This is an optimization exercise on Yosys and OpenROAD, whose aim is a short achievable clock period and few clock cycles per item, not a production implementation. At most, simulation tests tie the RTL to the original design; equivalence was not proved. Power is estimated from default activity; no workload was simulated.

Design processor, start of the top module:
module processor (
    input  wire logic             clock_i,
    input  wire logic             reset_i,
    output logic [31:0]           imem_addr_o,
    input  wire logic [31:0]      imem_data_i,
    output logic [31:0]           dmem_addr_o,
    output logic [31:0]           dmem_wdata_o,
    output logic                  dmem_wren_o,
    input  wire logic [31:0]      dmem_rdata_i,
    output logic                  rf_write_en_o,
    output logic [4:0]            rf_write_reg_o,
    output logic [31:0]           rf_write_data_o,
    output logic [4:0]            rf_read_reg_a_o,
    output logic [4:0]            rf_read_reg_b_o,
    input  wire logic [31:0]      rf_read_data_a_i,
    input  wire logic [31:0]      rf_read_data_b_i
);
    localparam int SHORT = 6;   
    logic [31:0] pc_q;
    logic        fd_v;
    logic [31:0] fd_ins;
    logic [4:0]  fd_rb;       
    logic [31:0] fd_pc;
    logic [31:0] fd_pc1;      
    logic        fd_hit;      
    logic        fd_pred;     
    logic        fd_rtype;
    logic        fd_addi;
    logic        fd_lw;
    logic        fd_reads_a;  
  ...
clock: 7.0 ns
lec_check: 0
abc_area: 1
cap_margin: 20
core_margin: 2
core_utilization: 40
setup_slack_margin: 4.5
slew_margin: 20
standard.sh (not shown) runs the stock make flow with config.mk's settings and CLKGATE_MAP_FILE= SYNTH_SCRIPT=/design/flow/synth_recipe.tcl, a recipe that flattens the netlist after the stock synthesis.
==> flow/flow/run.sh <==
#!/bin/bash
# The standard layout, with faster cells as the port buffers (ORFS's
# buffer_ports otherwise picks a delay cell, which repair_timing does not
# always resize). Every tool's output goes to a log file of its own.
set -euo pipefail
bash standard.sh "BUFFER_PORTS_ARGS=-buffer_cell sky130_fd_sc_hd__buf_6" finish > standard_flow.log 2>&1
Edit:
--- a/flow/design.v
+++ b/flow/design.v
@@ -152,16 +152,14 @@
     logic        fd_reads_b;  
     logic        fd_sw;
     logic        fd_br;       
     logic        fd_bne;
     logic        dx_v;
     logic        dx_wr;       
     logic        dx_ld;
-    logic        dx_addi;
-    logic [31:0] dx_nimm;     
     logic        dx_st;
     logic        dx_br;
     logic        dx_bne;
     logic        dx_pred;
     logic [4:0]  dx_rd;
     logic [31:0] dx_a;        
     logic [31:0] dx_b;        
@@ -182,16 +180,14 @@
     logic        wb_en;
     logic [4:0]  wb_idx;
     logic [31:0] wb_data;
     logic [31:0] wb_out;      
     logic        stall;       
     logic        redirect;    
     logic        d_redir;     
-    logic        e_mis;       
-    logic [31:0] d_alt;       
     logic [31:0] d_tgt;
     logic [4:0]  i_op;
     logic        i_j;
     logic        i_bne;
     logic        i_blt;
     logic        i_br;
     logic        i_rtype;
@@ -268,15 +264,15 @@
                             | ({(32-SHORT){s_lo && !s_hp && !s_hm}} & pc_q[31:SHORT])
                             | ({(32-SHORT){s_hp}}   & pc_hi_p1)
                             | ({(32-SHORT){s_hm}}   & pc_hi_m1);
     always_ff @(posedge clock_i) begin
         if (reset_i) begin
             pc_q <= '0;
         end else begin
-            pc_q <= redirect ? dx_alt : e_mis ? d_alt : pc_nx;
+            pc_q <= redirect ? dx_alt : pc_nx;
         end
     end
     always_ff @(posedge clock_i) begin
         if (!stall) begin
             fd_ins     <= imem_data_i;
             fd_rb      <= i_rb;
             fd_pc      <= pc_q;
@@ -289,15 +285,15 @@
             fd_sw      <= (i_op == pipe_pkg::OP_SW);
             fd_br      <= i_br;
             fd_bne     <= i_bne;
             fd_reads_a <= i_rtype || i_br || (i_op == pipe_pkg::OP_ADDI)
                           || (i_op == pipe_pkg::OP_LW) || (i_op == pipe_pkg::OP_SW);
             fd_reads_b <= i_rtype || i_br || (i_op == pipe_pkg::OP_SW);
         end
-        if (reset_i || redirect || d_redir || e_mis) begin
+        if (reset_i || redirect || d_redir) begin
             fd_v <= 1'b0;
         end else if (!stall) begin
             fd_v <= !i_j;
         end
     end
     assign imem_addr_o = pc_q;
     logic [4:0]  rs;
@@ -328,36 +324,20 @@
                  : (wb_en && wb_idx == rs)   ? wb_data
                  : rf_read_data_a_i;
     assign val_b = (xm_wr && xm_rd == fd_rb)  ? m_val
                  : (wb_en && wb_idx == fd_rb) ? wb_data
                  : rf_read_data_b_i;
     assign stall = fd_v && dx_v && dx_ld && dx_wr
                    && ((fd_reads_a && rs == dx_rd) || (fd_reads_b && fd_rb == dx_rd));
-    logic        fuse;
-    logic        e_zero;
-    logic [31:0] nimm;
-    pfx_add #(.W(32)) u_nimm (
-        .a_i (~imm),
-        .b_i (32'd0),
-        .c_i (1'b1),
-        .s_o (nimm)
-    );
-    assign fuse   = fd_v && fd_br && fd_bne && fd_hit && dx_v && dx_addi && dx_wr
-                    && ((rs == 5'd0 && dx_rd == rd) || (rd == 5'd0 && dx_rd == rs));
-    assign e_zero = dx_fa ? (xm_res == dx_nimm) : (dx_a == dx_nimm);
-    assign e_mis  = fuse && (e_zero == fd_hit);
-    assign d_alt  = fd_hit ? fd_pc1 : d_tgt;
-    assign d_redir = fd_v && fd_pred && !fd_hit && !stall && !fuse;
+    assign d_redir = fd_v && fd_pred && !fd_hit && !stall;
     always_ff @(posedge clock_i) begin
         dx_wr    <= d_wr;
         dx_ld    <= fd_lw;
-        dx_addi  <= fd_addi;
-        dx_nimm  <= nimm;
         dx_st    <= fd_sw;
-        dx_br    <= fd_br && !fuse;
+        dx_br    <= fd_br;
         dx_bne   <= fd_bne;
         dx_pred  <= fd_pred;
         dx_rd    <= rd;
         dx_a     <= val_a;
         dx_b     <= use_imm ? imm : val_b;
         dx_s     <= val_b;
         dx_fa    <= dx_v && dx_wr && dx_rd == rs;
Die area fell by 5.3%.
Synthesized cell count fell by 5.1%.
Sequential power fell by about 6%.
Core utilization rose by 0.73 points.
Cell area fell by 4.4%.
Cell count fell by 4.5%.
Total power fell by 2.4%.
Via count fell by 3.8%.
Non-clock buffer count fell by 15.
Fmax rose by 1.3%.
Sequential share of layout area fell by 0.20 points.
Testbench counts after the change, summed over its fixed seeds: cycles 20,603, instrs 18,352.
Function not checked in the first run of this note: the RTL went through the layout flow alone.

Setup of v6:
processor, a different RTL version from the one above (not shown whole).
Size in the first run: about 5100 cells after synthesis, ~470 flip-flops, ~280 I/O pins, roughly 30000 um^2 of cells after synthesis.
Settings: LEC_CHECK=0, ABC_AREA=1, CAP_MARGIN=20, CORE_MARGIN=2, CORE_UTILIZATION=40, SETUP_SLACK_MARGIN=4.5, SLEW_MARGIN=20; clock period 7.0 ns.
Scripts as last shown in full above: flow/flow/run.sh
Inputs modified between v6 and v7:
--- a/flow/design.v
+++ b/flow/design.v
@@ -188,38 +188,41 @@
     logic        i_j;
     logic        i_bne;
     logic        i_blt;
     logic        i_br;
     logic        i_rtype;
     logic [31:0] pc1;
     logic        i_pred;
     logic        i_short;     
     logic        i_take;
     logic [4:0]  i_rs;
     logic [4:0]  i_rb;
+    logic        i_reads_a;
+    logic        i_reads_b;
     logic [SHORT:0]    f_lo;
     logic [31-SHORT:0] pc_hi_p1;
     logic [31-SHORT:0] pc_hi_m1;
     assign i_op    = imem_data_i[31:27];
     assign i_j     = (i_op == pipe_pkg::OP_J);
     assign i_bne   = (i_op == pipe_pkg::OP_BNE);
     assign i_blt   = (i_op == pipe_pkg::OP_BLT);
     assign i_rtype = (i_op == pipe_pkg::OP_RTYPE);
     assign i_br    = (i_bne || i_blt) && (imem_data_i[16:0] != 17'd0);
     assign i_rs    = imem_data_i[21:17];
     assign i_rb    = i_rtype ? imem_data_i[16:12] : imem_data_i[26:22];
+    assign i_reads_a = i_rtype || i_br || (i_op == pipe_pkg::OP_ADDI)
+                       || (i_op == pipe_pkg::OP_LW) || (i_op == pipe_pkg::OP_SW);
+    assign i_reads_b = i_rtype || i_br || (i_op == pipe_pkg::OP_SW);
     assign f_stall = fd_v && fd_lw_nz
-                     && ((i_rs == fd_ins[26:22] && (i_rtype || i_bne || i_blt || i_op == pipe_pkg::OP_ADDI
-                                                    || i_op == pipe_pkg::OP_LW || i_op == pipe_pkg::OP_SW))
-                         || (imem_data_i[16:12] == fd_ins[26:22] && i_rtype)
-                         || (imem_data_i[26:22] == fd_ins[26:22] && (i_bne || i_blt || i_op == pipe_pkg::OP_SW)));
+                     && (i_rs == fd_ins[26:22] || imem_data_i[16:12] == fd_ins[26:22]
+                         || imem_data_i[26:22] == fd_ins[26:22]);
     pfx_add #(.W(32)) u_pc1 (
         .a_i (pc_q),
         .b_i (32'd0),
         .c_i (1'b1),
         .s_o (pc1)
     );
     assign i_pred  = i_br && (i_bne || imem_data_i[16]);
     assign i_short = (imem_data_i[16:SHORT-1] == '0) || (imem_data_i[16:SHORT-1] == '1);
     assign i_take  = i_pred && i_short;
     pfx_add #(.W(SHORT+1)) u_f_lo (
         .a_i ({1'b0, pc1[SHORT-1:0]}),
Results
Both conditions hold for v7: the flow ran to the end and the final layout passed the timing, DRC and antenna checks.
In v7 the clock skew turned out 0.017 ns higher than in v6.
In v7 the non-clock buffer share of cell area turned out 1.2 points lower than in v6.
v6 → v7: area after synthesis picked up an extra 250 um^2; width of the die went up by 0.42%.
The slowest cell on the critical path comes out sky130_fd_sc_hd__nor3_4 in one run and sky130_fd_sc_hd__a21oi_4 in the other, namely in v7 and v6 respectively.
Of the two values seen for endpoint of the worst setup timing path, pc_q[17] was produced by v6 and pc_q[19] by v7.
Post-synth net total delta for v7 relative to v6: 83 higher
Testbench counts of v7, summed over its fixed seeds: cycles 20,727, instrs 18,352.
No functional check of the RTL was part of v6.

-- port drivers added, routing unchanged --
Ports are ideal in the flow. The routed layouts listed here were re-timed in OpenROAD.
Step 1, drivers: a clkbuf_16 drives clock_i and a buf_2 each remaining input, both assumed.
Step 2 also shifts input and output timing later by t, the mid clock arrival at the registers, as if the neighbouring blocks saw the same clock.
a / b / c = no drivers / after step 1 / after step 2; a / b = the first two.
run	shift t [ns]	setup slack, ns	worst register clock-pin slew, ns	worst slew at a driven data input, ns
the first run of note 1	0.722	4.248 / 4.194 / 3.598	0.07 / 0.07	0.09
the second run of note 1	0.696	4.283 / 4.213 / 3.586	0.07 / 0.07	0.10
v6	0.694	4.143 / 4.157 / 3.464	0.07 / 0.07	0.10
v7	0.708	4.207 / 4.195 / 3.487	0.07 / 0.07	0.09
After both steps every run listed still meets setup and hold. For v7, which loses most, drivers alone change the setup slack by -0.012 ns; drivers and shift together by -0.720 ns.
